Context: an optimization exercise on an open-source flow, tuned for small area and few clock cycles. The choices shown serve that exercise and are no tape-out recipe.
In this exercise RTL edits were held to simulation tests only and were not proved equivalent to the original.

### flow/config.mk
export PLATFORM = sky130hd
export DESIGN_NAME = phase_to_complex_transmission
export DESIGN_NICKNAME = phase_to_complex_transmission
export VERILOG_FILES = /design/flow/design.v
export SDC_FILE = /design/flow/constraint.sdc
export NUM_CORES = 4
export LEC_CHECK = 0
export CAP_MARGIN = 20
export CORE_MARGIN = 2
export CORE_UTILIZATION = 40
export PLACE_DENSITY = 0.6
export SLEW_MARGIN = 20
### flow/constraint.sdc
create_clock -name core_clock -period 12.0 [get_ports {clock}]
set_input_delay 2.4000 -clock core_clock [delete_from_list [all_inputs] [get_ports {clock}]]
set_output_delay 2.4000 -clock core_clock [all_outputs]
set_load 0.01 [all_outputs]
### flow/design.v
package ptc_pkg;
   localparam int unsigned SAMPLE_W    = 24;
   localparam int unsigned OUT_W       = 24;
   localparam int unsigned SCALE_W     = 32;
   localparam int unsigned CSR_INDEX_W = 8;
   localparam int unsigned CSR_DATA_W  = 32;
   localparam int unsigned PROD_W      = SAMPLE_W + SCALE_W;
   localparam int unsigned ANGLE_W     = 32;
   localparam int unsigned TABLE_LEN   = 30;
   localparam logic [CSR_INDEX_W-1:0] CSR_PHASE_SCALE = CSR_INDEX_W'(0);
   localparam logic [CSR_INDEX_W-1:0] CSR_WEAK_MODE   = CSR_INDEX_W'(1);
   localparam logic [SCALE_W-1:0] PHASE_SCALE_RESET = 32'h0100_0000;
   localparam logic [38:0] TWO_PI_Q36 = 39'd431777206545;
   localparam logic [23:0] RECIP_Q62  =
      24'(64'h4000_0000_0000_0000 / {25'd0, TWO_PI_Q36});
   localparam logic [18:0] TWO_PI_HI  = TWO_PI_Q36[38:20];
   localparam logic [19:0] TWO_PI_LO  = TWO_PI_Q36[19:0];
   localparam logic [32:0] HALF_PI_Q30     = 33'd1686629713;
   localparam logic [32:0] PI_Q30          = 33'd3373259426;
   localparam logic [32:0] THREE_HALF_PI_Q30 = PI_Q30 + HALF_PI_Q30;
   localparam logic [32:0] TWO_PI_Q30      = 33'd6746518852;
   localparam logic signed [ANGLE_W-1:0] CORDIC_GAIN_Q30 = 32'sd652032874;
   localparam logic signed [OUT_W-1:0]   ONE_Q16         = 24'sd65536;
endpackage
module ptc_cordic_cell #(
   parameter int unsigned STAGE = 0
) (
   input  logic               clock,
   input  logic               reset,
   input  logic               advance,
   input  logic               valid_i,
   input  logic               last_i,
   input  logic               wmode_i,
   input  logic               neg_i,
   input  logic signed [23:0] weak_im_i,
   input  logic signed [31:0] x_i,
   input  logic signed [31:0] y_i,
   input  logic signed [31:0] z_i,
   output logic               valid_o,
   output logic               last_o,
   output logic               wmode_o,
   output logic               neg_o,
   output logic signed [23:0] weak_im_o,
   output logic signed [31:0] x_o,
   output logic signed [31:0] y_o,
   output logic signed [31:0] z_o
);
   function automatic logic [31:0] arctan_q30(input int unsigned i);
      logic [31:0] r;
      case (i)
         0: r = 32'd843314857;
         1: r = 32'd497837829;
         2: r = 32'd263043837;
         3: r = 32'd133525159;
         4: r = 32'd67021687;
         5: r = 32'd33543516;
         6: r = 32'd16775851;
         7: r = 32'd8388437;
         8: r = 32'd4194283;
         9: r = 32'd2097149;
         10: r = 32'd1048576;
         11: r = 32'd524288;
         12: r = 32'd262144;
         13: r = 32'd131072;
         14: r = 32'd65536;
         15: r = 32'd32768;
         16: r = 32'd16384;
         17: r = 32'd8192;
         18: r = 32'd4096;
         19: r = 32'd2048;
         20: r = 32'd1024;
         21: r = 32'd512;
         22: r = 32'd256;
         23: r = 32'd128;
         24: r = 32'd64;
         25: r = 32'd32;
         26: r = 32'd16;
         27: r = 32'd8;
         28: r = 32'd4;
         29: r = 32'd2;
         default: r = 32'd0;
      endcase
      arctan_q30 = r;
   endfunction
   localparam logic [31:0] ATAN = arctan_q30(STAGE);
   logic signed [31:0] dx;
   logic signed [31:0] dy;
   logic signed [31:0] x_in;
   logic signed [31:0] y_in;
   logic signed [31:0] z_in;
   always_comb begin
      dx = y_i >>> STAGE;
      dy = x_i >>> STAGE;
      if (!z_i[31]) begin
         x_in = x_i - dx;
         y_in = y_i + dy;
         z_in = z_i - $signed(ATAN);
      end else begin
         x_in = x_i + dx;
         y_in = y_i - dy;
         z_in = z_i + $signed(ATAN);
      end
   end
   always_ff @(posedge clock) begin
      if (reset) begin
         valid_o <= 1'b0;
      end else if (advance) begin
         valid_o <= valid_i;
      end
   end
   always_ff @(posedge clock) begin
      if (advance) begin
         last_o    <= last_i;
         wmode_o   <= wmode_i;
         neg_o     <= neg_i;
         weak_im_o <= weak_im_i;
         x_o       <= x_in;
         y_o       <= y_in;
         z_o       <= z_in;
      end
   end
endmodule
import ptc_pkg::*;
module ptc_phase_reduce (
   input  logic                            clock,
   input  logic                            reset,
   input  logic                            advance,
   input  logic                            accept,
   input  logic signed [ptc_pkg::SAMPLE_W-1:0] sample,
   input  logic                            last,
   input  logic                            weak_mode,
   input  logic [ptc_pkg::SCALE_W-1:0]     phase_scale,
   output logic                            head_valid,
   output logic                            head_last,
   output logic                            head_wmode,
   output logic                            head_neg,
   output logic signed [23:0]              head_weak_im,
   output logic signed [31:0]              head_x,
   output logic signed [31:0]              head_y,
   output logic signed [31:0]              head_z
);
   function automatic logic signed [23:0] sat_out(input logic signed [55:0] v);
      if (v > 56'sd8388607) begin
         sat_out = 24'sh7FFFFF;
      end else if (v < -56'sd8388608) begin
         sat_out = 24'sh800000;
      end else begin
         sat_out = v[23:0];
      end
   endfunction
   logic [5:0] valid_ff;
   logic [4:0] last_ff;
   logic [4:0] weak_ff;
   logic signed [PROD_W:0]   prod_full;
   logic signed [PROD_W-1:0] p1_ff, p1_in;
   logic signed [PROD_W-1:0] p2_ff, p3_ff;
   logic signed [25:0]       p_hi;
   logic signed [50:0]       q_prod;
   logic signed [18:0]       q2_ff, q2_in;
   logic signed [PROD_W-1:0] w_sum;
   logic signed [PROD_W-1:0] w_shift;
   logic signed [OUT_W-1:0]  weak2_ff, weak2_in, weak3_ff, weak4_ff, weak5_ff;
   logic signed [38:0]       mh3_ff, mh3_in;
   logic signed [39:0]       ml3_ff, ml3_in;
   logic signed [59:0]       r_full;
   logic signed [40:0]       r4_ff, r4_in;
   logic signed [40:0]       m_val;
   logic [32:0]              a5_ff, a5_in;
   logic signed [33:0]       z_wide;
   logic                     neg6;
   always_comb begin
      prod_full = sample * $signed({1'b0, phase_scale});
      p1_in     = prod_full[PROD_W-1:0];
   end
   always_comb begin
      p_hi     = p1_ff[PROD_W-1:30];
      q_prod   = p_hi * $signed({1'b0, RECIP_Q62});
      q2_in    = q_prod[50:32];
      w_sum    = p1_ff + 56'sd524288;
      w_shift  = w_sum >>> 20;
      weak2_in = sat_out(w_shift);
   end
   always_comb begin
      mh3_in = q2_ff * $signed({1'b0, TWO_PI_HI});
      ml3_in = q2_ff * $signed({1'b0, TWO_PI_LO});
   end
   always_comb begin
      r_full = p3_ff - (mh3_ff <<< 20) - ml3_ff;
      r4_in  = r_full[40:0];
   end
   always_comb begin
      if (r4_ff[40]) begin
         m_val = r4_ff + $signed({2'b00, TWO_PI_Q36});
      end else if (r4_ff >= $signed({2'b00, TWO_PI_Q36})) begin
         m_val = r4_ff - $signed({2'b00, TWO_PI_Q36});
      end else begin
         m_val = r4_ff;
      end
      a5_in = m_val[38:6];
   end
   always_comb begin
      if (a5_ff < HALF_PI_Q30) begin
         z_wide = $signed({1'b0, a5_ff});
         neg6   = 1'b0;
      end else if (a5_ff < THREE_HALF_PI_Q30) begin
         z_wide = $signed({1'b0, a5_ff}) - $signed({1'b0, PI_Q30});
         neg6   = 1'b1;
      end else begin
         z_wide = $signed({1'b0, a5_ff}) - $signed({1'b0, TWO_PI_Q30});
         neg6   = 1'b0;
      end
   end
   always_ff @(posedge clock) begin
      if (reset) begin
         valid_ff <= '0;
      end else if (advance) begin
         valid_ff <= {valid_ff[4:0], accept};
      end
   end
   always_ff @(posedge clock) begin
      if (advance) begin
         last_ff  <= {last_ff[3:0], last};
         weak_ff  <= {weak_ff[3:0], weak_mode};
         p1_ff    <= p1_in;
         p2_ff    <= p1_ff;
         q2_ff    <= q2_in;
         weak2_ff <= weak2_in;
         p3_ff    <= p2_ff;
         mh3_ff   <= mh3_in;
         ml3_ff   <= ml3_in;
         weak3_ff <= weak2_ff;
         r4_ff    <= r4_in;
         weak4_ff <= weak3_ff;
         a5_ff    <= a5_in;
         weak5_ff <= weak4_ff;
         head_last    <= last_ff[4];
         head_wmode   <= weak_ff[4];
         head_neg     <= neg6;
         head_weak_im <= weak5_ff;
         head_z       <= z_wide[ANGLE_W-1:0];
      end
   end
   assign head_x     = CORDIC_GAIN_Q30;
   assign head_y     = '0;
   assign head_valid = valid_ff[5];
endmodule
import ptc_pkg::*;
module ptc_out_stage (
   input  logic              clock,
   input  logic              reset,
   input  logic              tail_valid,
   input  logic              tail_last,
   input  logic              tail_wmode,
   input  logic              tail_neg,
   input  logic signed [23:0] tail_weak_im,
   input  logic signed [31:0] tail_x,
   input  logic signed [31:0] tail_y,
   output logic              advance,
   output logic              rsp_valid,
   input  logic              rsp_ready,
   output logic signed [ptc_pkg::OUT_W-1:0] rsp_real,
   output logic signed [ptc_pkg::OUT_W-1:0] rsp_imag,
   output logic              rsp_last
);
   function automatic logic signed [23:0] sat_out(input logic signed [55:0] v);
      if (v > 56'sd8388607) begin
         sat_out = 24'sh7FFFFF;
      end else if (v < -56'sd8388608) begin
         sat_out = 24'sh800000;
      end else begin
         sat_out = v[23:0];
      end
   endfunction
   logic signed [ANGLE_W:0]  c_sgn, s_sgn;
   logic signed [ANGLE_W:0]  c_rnd, s_rnd;
   logic [2*OUT_W:0]         fmt;
   logic [2*OUT_W:0]         main_ff, main_in, skid_ff, skid_in;
   logic signed [OUT_W-1:0]  fmt_re, fmt_im;
   logic                     main_valid_ff, main_valid_in;
   logic                     skid_valid_ff, skid_valid_in;
   logic                     take;
   always_comb begin
      c_sgn = tail_neg ? -$signed({tail_x[ANGLE_W-1], tail_x})
                       :  $signed({tail_x[ANGLE_W-1], tail_x});
      s_sgn = tail_neg ? -$signed({tail_y[ANGLE_W-1], tail_y})
                       :  $signed({tail_y[ANGLE_W-1], tail_y});
      c_rnd = (c_sgn + 33'sd8192) >>> 14;
      s_rnd = (s_sgn + 33'sd8192) >>> 14;
      if (tail_wmode) begin
         fmt_re = ONE_Q16;
         fmt_im = tail_weak_im;
      end else begin
         fmt_re = sat_out(PROD_W'(c_rnd));
         fmt_im = sat_out(PROD_W'(s_rnd));
      end
      fmt = {fmt_re, fmt_im, tail_last};
   end
   always_comb begin
      advance       = !skid_valid_ff;
      take          = main_valid_ff && rsp_ready;
      main_in       = main_ff;
      main_valid_in = main_valid_ff;
      skid_in       = skid_ff;
      skid_valid_in = skid_valid_ff;
      if (advance) begin
         if (tail_valid) begin
            if (!main_valid_ff || take) begin
               main_in       = fmt;
               main_valid_in = 1'b1;
            end else begin
               skid_in       = fmt;
               skid_valid_in = 1'b1;
            end
         end else if (take) begin
            main_valid_in = 1'b0;
         end
      end else if (take) begin
         main_in       = skid_ff;
         main_valid_in = 1'b1;
         skid_valid_in = 1'b0;
      end
   end
   always_ff @(posedge clock) begin
      if (reset) begin
         main_valid_ff <= 1'b0;
         skid_valid_ff <= 1'b0;
      end else begin
         main_valid_ff <= main_valid_in;
         skid_valid_ff <= skid_valid_in;
      end
   end
   always_ff @(posedge clock) begin
      main_ff <= main_in;
      skid_ff <= skid_in;
   end
   assign rsp_valid = main_valid_ff;
   assign rsp_real  = main_ff[2*OUT_W:OUT_W+1];
   assign rsp_imag  = main_ff[OUT_W:1];
   assign rsp_last  = main_ff[0];
endmodule
import ptc_pkg::*;
module phase_to_complex_transmission #(
   parameter int unsigned CORDIC_STAGES = 18
) (
   input  logic                                 clock,
   input  logic                                 reset,
   input  logic                                 req_valid,
   output logic                                 req_ready,
   input  logic signed [ptc_pkg::SAMPLE_W-1:0]  req_sample,
   input  logic                                 req_last,
   output logic                                 rsp_valid,
   input  logic                                 rsp_ready,
   output logic signed [ptc_pkg::OUT_W-1:0]     rsp_real,
   output logic signed [ptc_pkg::OUT_W-1:0]     rsp_imag,
   output logic                                 rsp_last,
   input  logic                                 csr_valid,
   output logic                                 csr_ready,
   input  logic [ptc_pkg::CSR_INDEX_W-1:0]      csr_index,
   input  logic [ptc_pkg::CSR_DATA_W-1:0]       csr_wdata
);
   localparam int unsigned NCELL = (CORDIC_STAGES > TABLE_LEN) ? TABLE_LEN : CORDIC_STAGES;
   logic [SCALE_W-1:0] phase_scale_ff;
   logic               weak_mode_ff;
   logic               advance;
   logic               accept;
   logic [NCELL:0]             c_valid, c_last, c_wmode, c_neg;
   logic [NCELL:0][23:0]       c_weak_im;
   logic [NCELL:0][31:0]       c_x, c_y, c_z;
   assign csr_ready = 1'b1;
   always_ff @(posedge clock) begin
      if (reset) begin
         phase_scale_ff <= PHASE_SCALE_RESET;
         weak_mode_ff   <= 1'b0;
      end else if (csr_valid) begin
         case (csr_index)
            CSR_PHASE_SCALE: phase_scale_ff <= csr_wdata;
            CSR_WEAK_MODE:   weak_mode_ff   <= csr_wdata[0];
            default: ;
         endcase
      end
   end
   assign req_ready = advance;
   assign accept    = req_valid && advance;
   ptc_phase_reduce u_reduce (
      .clock       (clock),
      .reset       (reset),
      .advance     (advance),
      .accept      (accept),
      .sample      (req_sample),
      .last        (req_last),
      .weak_mode   (weak_mode_ff),
      .phase_scale (phase_scale_ff),
      .head_valid  (c_valid[0]),
      .head_last   (c_last[0]),
      .head_wmode  (c_wmode[0]),
      .head_neg    (c_neg[0]),
      .head_weak_im(c_weak_im[0]),
      .head_x      (c_x[0]),
      .head_y      (c_y[0]),
      .head_z      (c_z[0])
   );
   for (genvar g = 0; g < NCELL; g++) begin : g_cell
      ptc_cordic_cell #(
         .STAGE (g)
      ) u_cell (
         .clock   (clock),
         .reset   (reset),
         .advance (advance),
         .valid_i   (c_valid[g]),
         .last_i    (c_last[g]),
         .wmode_i   (c_wmode[g]),
         .neg_i     (c_neg[g]),
         .weak_im_i (c_weak_im[g]),
         .x_i       (c_x[g]),
         .y_i       (c_y[g]),
         .z_i       (c_z[g]),
         .valid_o   (c_valid[g+1]),
         .last_o    (c_last[g+1]),
         .wmode_o   (c_wmode[g+1]),
         .neg_o     (c_neg[g+1]),
         .weak_im_o (c_weak_im[g+1]),
         .x_o       (c_x[g+1]),
         .y_o       (c_y[g+1]),
         .z_o       (c_z[g+1])
      );
   end
   ptc_out_stage u_out (
      .clock     (clock),
      .reset     (reset),
      .tail_valid   (c_valid[NCELL]),
      .tail_last    (c_last[NCELL]),
      .tail_wmode   (c_wmode[NCELL]),
      .tail_neg     (c_neg[NCELL]),
      .tail_weak_im (c_weak_im[NCELL]),
      .tail_x       (c_x[NCELL]),
      .tail_y       (c_y[NCELL]),
      .advance   (advance),
      .rsp_valid (rsp_valid),
      .rsp_ready (rsp_ready),
      .rsp_real  (rsp_real),
      .rsp_imag  (rsp_imag),
      .rsp_last  (rsp_last)
   );
endmodule
### flow/run.sh
#!/bin/bash
# synth_recipe.tcl (not shown) runs the flow's synth.tcl, then flattens the netlist and writes it again
# the make line also repeats each setting of config.mk as NAME=value (left out here)
make -C /OpenROAD-flow-scripts/flow DESIGN_CONFIG=/design/flow/config.mk WORK_HOME=/design/flow/orfs CLKGATE_MAP_FILE= SYNTH_SCRIPT=/design/flow/synth_recipe.tcl finish
==> notes.md <==
[cells in the final DEF, fill, tap and decap left out, types with 689 or more instances in the layout]
| cell | instances |
|---|---|
| inv_1 | 2100 |
| xor2_1 | 734 |
| ha_1 | 2167 |
| a21o_1 | 689 |
| nand2_1 | 1188 |
| xnor2_1 | 1470 |
| o21ai_0 | 755 |
| a21oi_1 | 1606 |
| nor2_1 | 1356 |
| fa_1 | 1133 |
| edfxtp_1 | 2513 |
[critical path: stages]
cell and delay (ps):
clkdlybuf4s50_1 1120, buf_4 420, nand2_1 120, fa_1 440
fa_1 560, fa_1 450, fa_1 430, fa_1 540
inv_1 50, fa_1 510, inv_1 70, fa_1 540
inv_1 50, ha_1 390, and2_1 210, o21ai_0 250
nand2_1 80, a2111oi_0 410, o21ai_0 310, a21oi_1 270
o21ai_0 370, a31oi_1 470, o21ai_0 160, a21oi_1 190
xnor2_1 80
[layer usage]
layer / wire length [um] / GRT usage (%) / vias to the layer above
met5: 0 / 0 / -
met4: 24200 / 8.00 / 0
met3: 17800 / 1.87 / 892
met2: 261000 / 34.7 / 2607
met1: 219000 / 23.8 / 70100
li1: - / - / 71800
[cell type report]
cell class / instances / area [um^2]
Timing Repair Buffer: 311 / 2670
Clock inverter: 187 / 2080
Multi-Input combinational cell: 15100 / 124000
Antenna cell: 24 / 60.1
Sequential cell: 2572 / 76600
Clock buffer: 340 / 7690
Fill cell: 49700 / 294000
Inverter: 2104 / 7910
Tap cell: 6968 / 8720
[registers in the layout, summed over array words and instances, names as in the netlist, 24 cells and up]
name	cells
g_cell.u_cell.weak_im_o	432
g_cell.u_cell.x_o	524
g_cell.u_cell.y_o	545
g_cell.u_cell.z_o	415
phase_scale_ff	32
u_out.main_ff	44
u_out.skid_ff	44
u_reduce.a5_ff	33
u_reduce.head_weak_im	24
u_reduce.head_z	32
u_reduce.ml3_ff	40
u_reduce.p1_ff	56
u_reduce.p2_ff	41
u_reduce.p3_ff	41
u_reduce.r4_ff	41
u_reduce.weak2_ff	24
u_reduce.weak3_ff	24
u_reduce.weak4_ff	24
u_reduce.weak5_ff	24
[cell families (layout without fill, tap and decap cells)]
| kind of cell | count (synthesis) | count (layout) | synth area share (%) |
|---|---|---|---|
| xor+xnor | 2205 | 2205 | 9.20 |
| simple gates | 4848 | 4848 | 11.3 |
| fa+ha+maj | 3304 | 3304 | 23.7 |
| compound gates | 4585 | 4585 | 13.8 |
| mux | 191 | 191 | 0.968 |
| flops | 2572 | 2572 | 36.5 |
| other cells | 2 | 26 | 0.00358 |
| buf+inv | 2516 | 2942 | 4.52 |
[per-stage QoR]
stage	hold WS (ps)	setup slack, ps	instances
global route	379	1420	27600
finish	363	1750	27600
floorplan	400	525	20200
global placement	400	1020	27100
detailed placement	405	1030	27100
CTS	369	2000	27600
[worst paths after layout]
path | from | end | slack [ps] | depth (start not counted)
worst max register to register | phase_scale_ff[15]$_SDFFE_PP0P_ | u_reduce.p1_ff[55]$_DFFE_PN_ | 3790 | 24
worst min-delay path | g_cell[3].u_cell.neg_o$_DFFE_PN_ | g_cell[4].u_cell.neg_o$_DFFE_PN_ | 360 | 0
worst min register to register | g_cell[3].u_cell.neg_o$_DFFE_PN_ | g_cell[4].u_cell.neg_o$_DFFE_PN_ | 360 | 0
worst max-delay path | req_sample[4] | u_reduce.p1_ff[55]$_DFFE_PN_ | 1750 | 25
==> results_dict.tcl <==
set metrics [dict create \
    status "timing/DRC/antenna clean" \
    clock_sinks 2572 \
    cts_resized 0 \
    synthesis.area_um2 210000 \
    drtPass1Iterations 7 \
    synth_area_per_cell_um2 10.4 \
    routabilityCongestion 0.896 \
    ys_seq_area_share_pct 36.5 \
    cp_max_fo 15 \
    clockBufferDepth 4 \
    rows 266 \
    grt_pass1_wl_mm 822 \
    final-setup-viol-count 0 \
    drv_cap 0 \
    io_pins 122 \
    finish.utilization_pct 43.8 \
    synth_top_area_share_pct 35.9 \
    timing.final.crit_period_ps 10250 \
    ys_types 110 \
    grt_pass1_vias 146000 \
    synth_edf_count 2513 \
    synth_cells 20200 \
    via_per_inst 5.26 \
    worst_slew_pin_slew_ps 1200 \
    placed_area_um2 220000 \
    htreeDepth 5 \
    grt_antenna_before_repair 14 \
    nNetsFinal 23800 \
    die-area_um2 531000 \
    hold_viol_final 0 \
    worstSkewPairLatency_ps 960 \
    clock_skew_ps 84.7 \
    via_count 145000 \
    area_growth_pct 9.36 \
    cts_tree "yes" \
    track_usage_pct 19.4 \
    grt_overflow 0 \
    fmax_ghz 0.0975 \
    cts_hold_buf 0 \
    rsz0062_at_grt "no" \
    synthArstFlopShare_pct 0 \
    wl_per_cell_um 18.9 \
    layout-drive-gt1-share_pct 4.39 \
    ys_seq_elements 2572 \
    fp.coreArea_um2 524000 \
    portBuffers 120 \
    clockRootBuffer "clkbuf_16" \
    grt_max_degree 171 \
    postCtsSetupBuffers 0 \
    yosysMostFrequentCell "edfxtp_1" \
    ys.flop_type "edfxtp_1" \
    wl_mm 522 \
    startpoint_type "primary input" \
    start_util_pct 40.1 \
    cts_made_buffers 297 \
    die_y_um 729 \
    syn_nets 23600 \
    synth.area.top_cells "edfxtp_1 36%, ha_1 13%, fa_1 11%" \
    drt_iter0_drc 8557 \
    cts.clk_slew.worst_paths_ps 60 \
    yosysTopAreaCell "edfxtp_1" \
    yosysWarningCount 21 \
    final_area_um2 230000 \
    finalSetupTns_ps 0 \
    ant_nets 0 \
    arrival_ps 10900 \
    maxSlewViolCount 0 \
    cp-end-kind "register" \
    fin_crit_sh_pct 85.5 \
    hp-class "register to register" \
    synth_top_cells_by_count "2,513 x edfxtp_1, 2,167 x ha_1, 2,100 x inv_1, 1,606 x a21oi_1, 1,470 x xnor2_1" \
    die_w_um 729 \
    drc 0 \
    crit_type "primary input to register" \
    dp_hpwl_mm 411 \
    maxSlewHeadroom_pct 19.1 \
    cp_data_required_time_ps 12650 \
]
Testbench counts, summed over its fixed seeds: cycles 8,200.

[separate check: timing with driven ports]
Ports are ideal in the flow. The routed layout listed here was re-timed in OpenROAD. Step 1: set_driving_cell puts a clkbuf_16 on clock and a buf_2 on each other input, an assumption about the parent block. Step 2 moves the port delays by t, midway between the first and last clock arrival at a register: inputs arrive t later, outputs are due t later. That takes back most of the time a late clock gives input paths. Three values: ideal, step 1, step 2; two values: the first two.
t (ns): 1.045
setup slack, ns: 1.746 / 1.838 / 0.793
latest minus earliest clock arrival (ns): 0.108 / 0.108
cell pins on the clock port's net: 1
After both steps this run still meets setup and hold. The setup slack of this run moves by +0.092 ns with the drivers and by -0.953 ns with both steps.
